From an optimization exercise on the open Yosys and OpenROAD flow, aimed at small area and a short achievable clock period; shortcuts taken in it are not production practice.
Only the layout flow was run in this run; the RTL was not checked for function there.
Power is estimated from default activity; no workload was simulated.

==> flow/design.v <==
package corePkg;
	localparam int INSTR_W = 16;
	localparam int OP_W = 6;
	localparam int PC_W = 10;
	localparam int OFFS_W = 6;
	localparam int WORD_W = 8;
	localparam int MEM_SIZE = 256;
	localparam int ADDR_W = $clog2(256);
	typedef enum logic [OP_W-1:0] {
		NOP, LDA, LDB, LDCA, LDCB, STA, STB,
		ADDA, ADDB, ADDCA, ADDCB, SUBA, SUBB, SUBCA, SUBCB,
		ANDA, ANDB, ANDCA, ANDCB, ORA, ORB, ORCA, ORCB,
		ASLA, ASRA, JMP,
		BAEQ, BANE, BACS, BACC, BAMI, BAPL,
		BBEQ, BBNE, BBCS, BBCC, BBMI, BBPL
	} opcode_t;
	typedef enum logic [2:0] {
		NO_LOAD, LOAD_CONST_A, LOAD_CONST_B, LOAD_MEM_A, LOAD_MEM_B,
		LOAD_ALU_A, LOAD_ALU_B
	} accCtrl_t;
	typedef enum logic [1:0] {
		MEM_NONE, MEM_READ, MEM_WRITE_A, MEM_WRITE_B
	} memCtrl_t;
	typedef enum logic [1:0] {
		SEL_CONSTANTS = 2'b00,
		SEL_ACUM_A_CONST_B = 2'b01,
		SEL_CONST_A_ACUM_B = 2'b10,
		SEL_ACUM_AB = 2'b11
	} opSel_t;
endpackage
module cpuCore (
	input  logic        aluClk,
	input  logic        rst,
	input  logic [15:0] instr,
	input  logic [9:0]  instrPc,
	output logic [7:0]  accA,
	output logic [7:0]  accB,
	output logic        carry,
	output logic        branchTaken,
	output logic [9:0]  branchDir
);
	logic [5:0] op;
	assign op = instr[15:10];
	logic dEnA, dEnB, dEnC, dSt, dStB;
	logic dXB, dYK, dSub;
	logic dSelAr, dSelAnd, dSelOr, dSelShl, dSelShr, dSelK, dSelMem;
	logic dBzA, dBnA, dBzB, dBnB, dBc, dBone, dBinv;
	logic [9:0] dTgt;
	always_comb begin
		dEnA = 1'b0; dEnB = 1'b0; dEnC = 1'b0; dSt = 1'b0; dStB = 1'b0;
		dXB = 1'b0; dYK = 1'b0; dSub = 1'b0;
		dSelAr = 1'b0; dSelAnd = 1'b0; dSelOr = 1'b0; dSelShl = 1'b0;
		dSelShr = 1'b0; dSelK = 1'b0; dSelMem = 1'b0;
		dBzA = 1'b0; dBnA = 1'b0; dBzB = 1'b0; dBnB = 1'b0; dBc = 1'b0;
		dBone = 1'b0; dBinv = 1'b0;
		case (op)
			6'd1:  begin dEnA = 1'b1; dSelMem = 1'b1; end             
			6'd2:  begin dEnB = 1'b1; dSelMem = 1'b1; end             
			6'd3:  begin dEnA = 1'b1; dSelK = 1'b1; end               
			6'd4:  begin dEnB = 1'b1; dSelK = 1'b1; end               
			6'd5:  begin dSt = 1'b1; end                              
			6'd6:  begin dSt = 1'b1; dStB = 1'b1; end                 
			6'd7:  begin dEnA = 1'b1; dEnC = 1'b1; dSelAr = 1'b1; end                      
			6'd8:  begin dEnB = 1'b1; dEnC = 1'b1; dSelAr = 1'b1; end                      
			6'd9:  begin dEnA = 1'b1; dEnC = 1'b1; dSelAr = 1'b1; dYK = 1'b1; end          
			6'd10: begin dEnB = 1'b1; dEnC = 1'b1; dSelAr = 1'b1; dYK = 1'b1; dXB = 1'b1; end  
			6'd11: begin dEnA = 1'b1; dEnC = 1'b1; dSelAr = 1'b1; dSub = 1'b1; end         
			6'd12: begin dEnB = 1'b1; dEnC = 1'b1; dSelAr = 1'b1; dSub = 1'b1; end         
			6'd13: begin dEnA = 1'b1; dEnC = 1'b1; dSelAr = 1'b1; dSub = 1'b1; dYK = 1'b1; end  
			6'd14: begin dEnB = 1'b1; dEnC = 1'b1; dSelAr = 1'b1; dSub = 1'b1; dYK = 1'b1; dXB = 1'b1; end  
			6'd15: begin dEnA = 1'b1; dSelAnd = 1'b1; end             
			6'd16: begin dEnB = 1'b1; dSelAnd = 1'b1; end             
			6'd17: begin dEnA = 1'b1; dSelAnd = 1'b1; dYK = 1'b1; end  
			6'd18: begin dEnB = 1'b1; dSelAnd = 1'b1; dYK = 1'b1; dXB = 1'b1; end  
			6'd19: begin dEnA = 1'b1; dSelOr = 1'b1; end              
			6'd20: begin dEnB = 1'b1; dSelOr = 1'b1; end              
			6'd21: begin dEnA = 1'b1; dSelOr = 1'b1; dYK = 1'b1; end   
			6'd22: begin dEnB = 1'b1; dSelOr = 1'b1; dYK = 1'b1; dXB = 1'b1; end  
			6'd23: begin dEnA = 1'b1; dEnC = 1'b1; dSelShl = 1'b1; end  
			6'd24: begin dEnA = 1'b1; dEnC = 1'b1; dSelShr = 1'b1; end  
			6'd25: dBone = 1'b1;                                      
			6'd26: dBzA = 1'b1;                                       
			6'd27: begin dBzA = 1'b1; dBinv = 1'b1; end               
			6'd28, 6'd34: dBc = 1'b1;                                 
			6'd29, 6'd35: begin dBc = 1'b1; dBinv = 1'b1; end         
			6'd30: dBnA = 1'b1;                                       
			6'd31: begin dBnA = 1'b1; dBinv = 1'b1; end               
			6'd32: dBzB = 1'b1;                                       
			6'd33: begin dBzB = 1'b1; dBinv = 1'b1; end               
			6'd36: dBnB = 1'b1;                                       
			6'd37: begin dBnB = 1'b1; dBinv = 1'b1; end               
			default: ;
		endcase
	end
	assign dTgt = (op == 6'd25) ? instr[9:0] : instrPc + {{4{instr[5]}}, instr[5:0]};
	logic qEnA, qEnB, qEnC, qSt, qStB;
	logic qXB, qYK, qSub;
	logic qSelAr, qSelAnd, qSelOr, qSelShl, qSelShr, qSelK, qSelMem;
	logic qBzA, qBnA, qBzB, qBnB, qBc, qBone, qBinv;
	logic [7:0] qK;
	logic [9:0] qTgt;
	always_ff @(posedge aluClk) begin
		if (rst) begin
			qEnA <= 1'b0; qEnB <= 1'b0; qEnC <= 1'b0; qSt <= 1'b0;
			qBzA <= 1'b0; qBnA <= 1'b0; qBzB <= 1'b0; qBnB <= 1'b0;
			qBc <= 1'b0; qBone <= 1'b0; qBinv <= 1'b0;
		end else begin
			qEnA <= dEnA; qEnB <= dEnB; qEnC <= dEnC; qSt <= dSt;
			qBzA <= dBzA; qBnA <= dBnA; qBzB <= dBzB; qBnB <= dBnB;
			qBc <= dBc; qBone <= dBone; qBinv <= dBinv;
		end
	end
	always_ff @(posedge aluClk) begin
		qStB <= dStB; qXB <= dXB; qYK <= dYK; qSub <= dSub;
		qSelAr <= dSelAr; qSelAnd <= dSelAnd; qSelOr <= dSelOr;
		qSelShl <= dSelShl; qSelShr <= dSelShr; qSelK <= dSelK; qSelMem <= dSelMem;
		qK <= instr[7:0];
		qTgt <= dTgt;
	end
	logic [7:0] rA, rB;
	logic rC;
	logic [7:0] mem [256];
	logic [7:0] wd;
	logic [15:0] wLo, wHi;
	assign wd = qStB ? rB : rA;
	assign wLo = 16'd1 << qK[3:0];
	assign wHi = 16'd1 << qK[7:4];
	genvar gi;
	generate
		for (gi = 0; gi < 256; gi = gi + 1) begin : row
			always_ff @(posedge aluClk) begin
				if (qSt && wHi[gi / 16] && wLo[gi % 16]) begin
					mem[gi] <= wd;
				end
			end
		end
	endgenerate
	logic [7:0] rLo, rHi;
	logic [63:0] rSel;
	logic [7:0] part [4];
	assign rLo = 8'd1 << instr[2:0];
	assign rHi = 8'd1 << instr[5:3];
	always_comb begin
		for (int i = 0; i < 64; i++) rSel[i] = rHi[i / 8] & rLo[i % 8];
	end
	always_comb begin
		for (int q = 0; q < 4; q++) begin
			part[q] = 8'd0;
			for (int i = 0; i < 64; i++) begin
				part[q] = part[q] | ({8{rSel[i]}} & mem[q * 64 + i]);
			end
		end
	end
	logic [7:0] qPart [4];
	logic qByp, qBypB;
	always_ff @(posedge aluClk) begin
		for (int q = 0; q < 4; q++) qPart[q] <= part[q];
		qByp <= qSt && (qK == instr[7:0]);
		qBypB <= qStB;
	end
	logic [7:0] rd;
	always_comb begin
		if (qByp) rd = qBypB ? rB : rA;
		else rd = qPart[qK[7:6]];
	end
	logic [7:0] x, y, ys, res;
	logic [8:0] s;
	logic cNext;
	assign x = qXB ? rB : rA;
	assign y = qYK ? qK : rB;
	assign ys = y ^ {8{qSub}};
	assign s = {1'b0, x} + {1'b0, ys} + {8'd0, qSub};
	assign res = ({8{qSelAr}} & s[7:0]) |
		({8{qSelAnd}} & (x & y)) |
		({8{qSelOr}} & (x | y)) |
		({8{qSelShl}} & {rA[6:0], 1'b0}) |
		({8{qSelShr}} & {1'b0, rA[7:1]}) |
		({8{qSelK}} & qK) |
		({8{qSelMem}} & rd);
	assign cNext = (qSelAr & (s[8] ^ qSub)) | (qSelShl & rA[7]) | (qSelShr & rA[0]);
	logic taken;
	assign taken = ((qBzA & (rA == 8'd0)) | (qBnA & rA[7]) |
		(qBzB & (rB == 8'd0)) | (qBnB & rB[7]) | (qBc & rC) | qBone) ^ qBinv;
	always_ff @(posedge aluClk) begin
		if (rst) begin
			rA <= 8'd0;
			rB <= 8'd0;
			rC <= 1'b0;
			branchTaken <= 1'b0;
		end else begin
			if (qEnA) rA <= res;
			if (qEnB) rB <= res;
			if (qEnC) rC <= cNext;
			branchTaken <= taken;
		end
	end
	always_ff @(posedge aluClk) begin
		branchDir <= qTgt;
	end
	always_ff @(posedge aluClk) begin
		if (rst) begin
			accA <= 8'd0;
			accB <= 8'd0;
			carry <= 1'b0;
		end else begin
			accA <= rA;
			accB <= rB;
			carry <= rC;
		end
	end
endmodule
==> flow/run.sh <==
#!/bin/bash
# synth_recipe.tcl (not shown) runs the flow's synth.tcl, then flattens the netlist and writes it again
# the make line also repeats each setting of config.mk as NAME=value (left out here)
make -C /OpenROAD-flow-scripts/flow DESIGN_CONFIG=/design/flow/config.mk WORK_HOME=/design/flow/orfs CLKGATE_MAP_FILE= SYNTH_SCRIPT=/design/flow/synth_recipe.tcl finish
==> flow/config.mk <==
export PLATFORM = sky130hd
export DESIGN_NAME = cpuCore
export DESIGN_NICKNAME = cpuCore
export VERILOG_FILES = /design/flow/design.v
export SDC_FILE = /design/flow/constraint.sdc
export NUM_CORES = 4
export LEC_CHECK = 0
export CAP_MARGIN = 20
export CORE_MARGIN = 2
export CORE_UTILIZATION = 65
export SETUP_SLACK_MARGIN = 1.0
export SLEW_MARGIN = 20
==> flow/constraint.sdc <==
create_clock -name core_clock -period 3.5 [get_ports {aluClk}]
set_input_delay 0.7000 -clock core_clock [delete_from_list [all_inputs] [get_ports {aluClk}]]
set_output_delay 0.7000 -clock core_clock [all_outputs]
set_load 0.01 [all_outputs]
==> notes.md <==
-- final cells by class --
| type | instances | area, µm² |
|---|---|---|
| sequential | 2167 | 63900 |
| multi-input combinational | 2333 | 15940 |
| clock buffer | 272 | 5613 |
| inverter | 18 | 67.56 |
| clock inverter | 110 | 873.3 |
| tap | 1625 | 2033 |
| timing repair buffer | 767 | 7448 |
| fill | 6854 | 25960 |
| antenna | 14 | 35.03 |
-- cells in the mapped netlist (all sizes together) (9+ instances only) --
master / instances
a211oi: 15
a21oi: 26
a22oi: 1020
buf: 172
clkbuf: 103
dfxtp: 119
edfxtp: 2048
ha: 20
inv: 18
mux2: 22
mux2i: 15
nand2: 355
nand3: 32
nand3b: 14
nand4: 126
nor2: 389
nor2b: 29
nor3: 68
nor4: 54
o21ai: 19
or3: 9
xnor2: 11
xor2: 15
-- per-layer routing --
layer	track usage	vias up	routed length [µm]
li1	-	20712	-
met1	0.6478	26728	97650
met2	0.6934	6199	129400
met3	0.2226	1491	60350
met4	0.3193	12	26820
met5	0	-	88
-- cells by family (layout without fill, tap and decap cells) --
family          Yosys count  count (layout)  synth area share
xor+xnor                 26              26          0.002847
other cells               0              14                 0
buf+inv                 293            1167           0.01705
flops                  2167            2167            0.7987
mux                      45              45          0.007228
compound gates         1128            1128            0.1053
simple gates           1110            1112           0.06524
fa+ha+maj                22              22          0.003630
-- power groups by stage --
stage / clock (mW) / sequential (mW) / combinational (mW)
2_1_floorplan: 0 / 29.1 / 0.798
3_3_place_gp: 0 / 29.2 / 1.79
3_5_place_dp: 0 / 29.2 / 1.82
4_1_cts: 21.6 / 28.7 / 1.89
5_1_grt: 22.6 / 28.7 / 2.07
6_report: 21.8 / 28.7 / 2.04
-- through the flow --
stage	cells	setup TNS, ns	power (mW)	area (µm²)
detailed placement	6845	-1.544	31.04	88040
CTS	7264	0	52.14	95260
floorplan	4791	0	29.89	79990
global route	7293	0	53.37	95880
global placement	6841	-1.414	31.01	87930
finish	7306	0	52.53	95910
-- flip-flops by register name, summed over array words and instances, names as in the netlist, 8 cells and up --
register	flops
mem	2048
qPart	32
branchDir	10
qTgt	10
accA	8
accB	8
qK	8
rA	8
rB	8
-- worst max path at each step --
stage                       end  depth (start not counted)  startpoint  slack [ns]
floorplan             mem[0][5]                          2        qStB        0.48
global placement    qPart[0][1]                         10    instr[3]       -0.22
detailed placement  qPart[2][2]                         11    instr[3]       -0.23
CTS                       rA[7]                         10         qYK        0.73
global route              rB[7]                         10         qYK        0.71
finish                    rB[7]                         10         qYK        0.79
-- repair_timing --
action | 4_1_cts | 5_1_grt
pin swaps | 21 | 38
buffers inserted | 36 | 26
gates cloned | 1 | 2
gates resized for setup | 104 | 84
setup endpoints to repair | 368 | 181
==> impl_metrics.env <==
export IMPL_synth_seq_cells=2167
export IMPL_start_util=0.6562
export IMPL_p_int_mw=41.26
export IMPL_required_ns=4.21
export IMPL_area_growth_pct=19.92
export IMPL_period_minus_slack_ns=2.706
export IMPL_grt_usage=0.5001
export IMPL_outcome="complete, no violations"
export IMPL_ys_top_cells_by_area="edfxtp_1 (77%), a22oi_1 (9.6%), dfxtp_1 (3.0%), nand2_1 (1.7%), nor2_1 (1.6%)"
export IMPL_timing_fmax_mhz=369.5
export IMPL_wl_mm=314.3
export IMPL_rsz0062_at_grt="true"
export IMPL_switchingPower_mw=11.27
export IMPL_drc_errors=0
export IMPL_hold_start="instr[1]"
export IMPL_cts_sinks=2167
export IMPL_p_leak_nw=32.58
export IMPL_p_per_area_mw_per_mm2=547.7
export IMPL_core_mm2=0.1219
export IMPL_netlist_area_mm2=0.07998
export IMPL_cts_tree="yes"
export IMPL_grt_pass1_wl_mm=419.3
export IMPL_arrival_ns=3.42
export IMPL_critPathBufInv=0
export IMPL_skew_ns=0.02565
export IMPL_grt_pass1_vias=51173
export IMPL_final_common_cell="edfxtp_1"
export IMPL_clock_latency_ns=0.86
export IMPL_synth_avg_cell_area_um2=16.69
export IMPL_grt_start_max_net_pins=152
export IMPL_syn_nets=4841
export IMPL_clkTransAtPathRegs_ns=0.07
export IMPL_holdPathEnd="qK[1]"
export IMPL_nNetsFinal=5542
export IMPL_grt_overflow=0
export IMPL_clock_power_share=0.415
export IMPL_layout_setup_ws_ns=0.7940
export IMPL_floorplan_rows=128
export IMPL_cts_hold_buffers_added=0
export IMPL_first_iter_violations=12079
export IMPL_drive_gt1_frac=0.2216
export IMPL_syn_inst=4791
export IMPL_min_path_cells=2
export IMPL_worstMarginPinSlew_ns=1.072
export IMPL_cts_buffers=205
export IMPL_vias_per_cell=7.547
export IMPL_hold_slack_ns=0.2518
export IMPL_peakVddDrop_mv=0.6156
export IMPL_synth_largest_area_cell="edfxtp_1"
export IMPL_clk_path_buf_depth=3
export IMPL_hp_class="primary input to flop"
export IMPL_yosysWarnings=4
export IMPL_netlist_area_leader_share=0.7689
export IMPL_max_stage_delay_ns=0.40
export IMPL_path_cells="mux2_4, xor2_2, ha_4, or2_4, a311oi_4, a211o_1, a31oi_2, or3_4, a31oi_4, a211oi_1"
export IMPL_p_sw_frac=0.2145
export IMPL_yosysUniqueCellTypes=68
export IMPL_dp_slack_ns=-0.2288
export IMPL_r2r_start="qYK"
export IMPL_regToRegEndpoint="rB[7]"
export IMPL_slowest_stage="dfxtp_4"
export IMPL_reg2reg_depth=10
export IMPL_r2r_slack_ns=0.79
export IMPL_fin_util=0.7870
export IMPL_relSlewSlack=0.2851
export IMPL_slew_viol_final=0
export IMPL_cts_root_buf="clkbuf_16"
export IMPL_die_area_mm2=0.1259
export IMPL_async_reset_ff_frac=0
export IMPL_die_h_um=354.8
export IMPL_finalHoldViolations=0
export IMPL_numPortBuffers=55
export IMPL_die_w_um=354.8
export IMPL_layout_common_cells="edfxtp_1 (2048), a22oi_1 (1005), buf_4 (576), nand2_1 (347), nor2_1 (278)"
export IMPL_path_class="flop to flop"
export IMPL_maxCapViolCount=0
export IMPL_gp_congestion=1.027
export IMPL_cp_max_fo=4
export IMPL_vias=55142
export IMPL_num_io_pins=56
export IMPL_setup_viol=0
export IMPL_wl_per_cell_um=43.03
export IMPL_pwr_share_seq=0.547
export IMPL_start_kind="flop"
export IMPL_critPathTopFamily="compound AO/OA/AOI/OAI gates"
export IMPL_antenna_found_initial=16
export IMPL_first_pass_iters=11
export IMPL_combPwrFrac=0.039
export IMPL_synth_ff_type="edfxtp_1"
export IMPL_drtAntennaViolNets=0
export IMPL_min_period_over_period=0.7732
export IMPL_worstSetupEndpointType="flop"
export IMPL_synth_edf_count=2048
export IMPL_dp_hpwl_mm=202.5
export IMPL_ys_seq_area_frac=0.7987
export IMPL_htreeDepth=4

separate check: timing with driven ports:
Ports are ideal in the flow. The routed layout listed here was re-timed in OpenROAD.
Step 1 sets driving cells, clkbuf_16 on the clock port and buf_2 on the other inputs (assumed; they add their load-dependent delay and slew).
Step 2, shift: input delay + t, output delay - t, t = (earliest + latest rising clock arrival at the registers) / 2. This alone moves slack from input paths to output paths.
Three values: ideal ports, drivers, drivers and shift; two values: the first two.
shift t [ns]: 0.930
setup WS [ns]: 0.794 / 0.794 / 0.048
worst slew at a driven data input, ns: 0.03
cell pins on the clock port's net: 1
After both steps this run still meets setup and hold. The setup slack of this run moves by 0.000 ns with the drivers and by -0.746 ns with both steps.
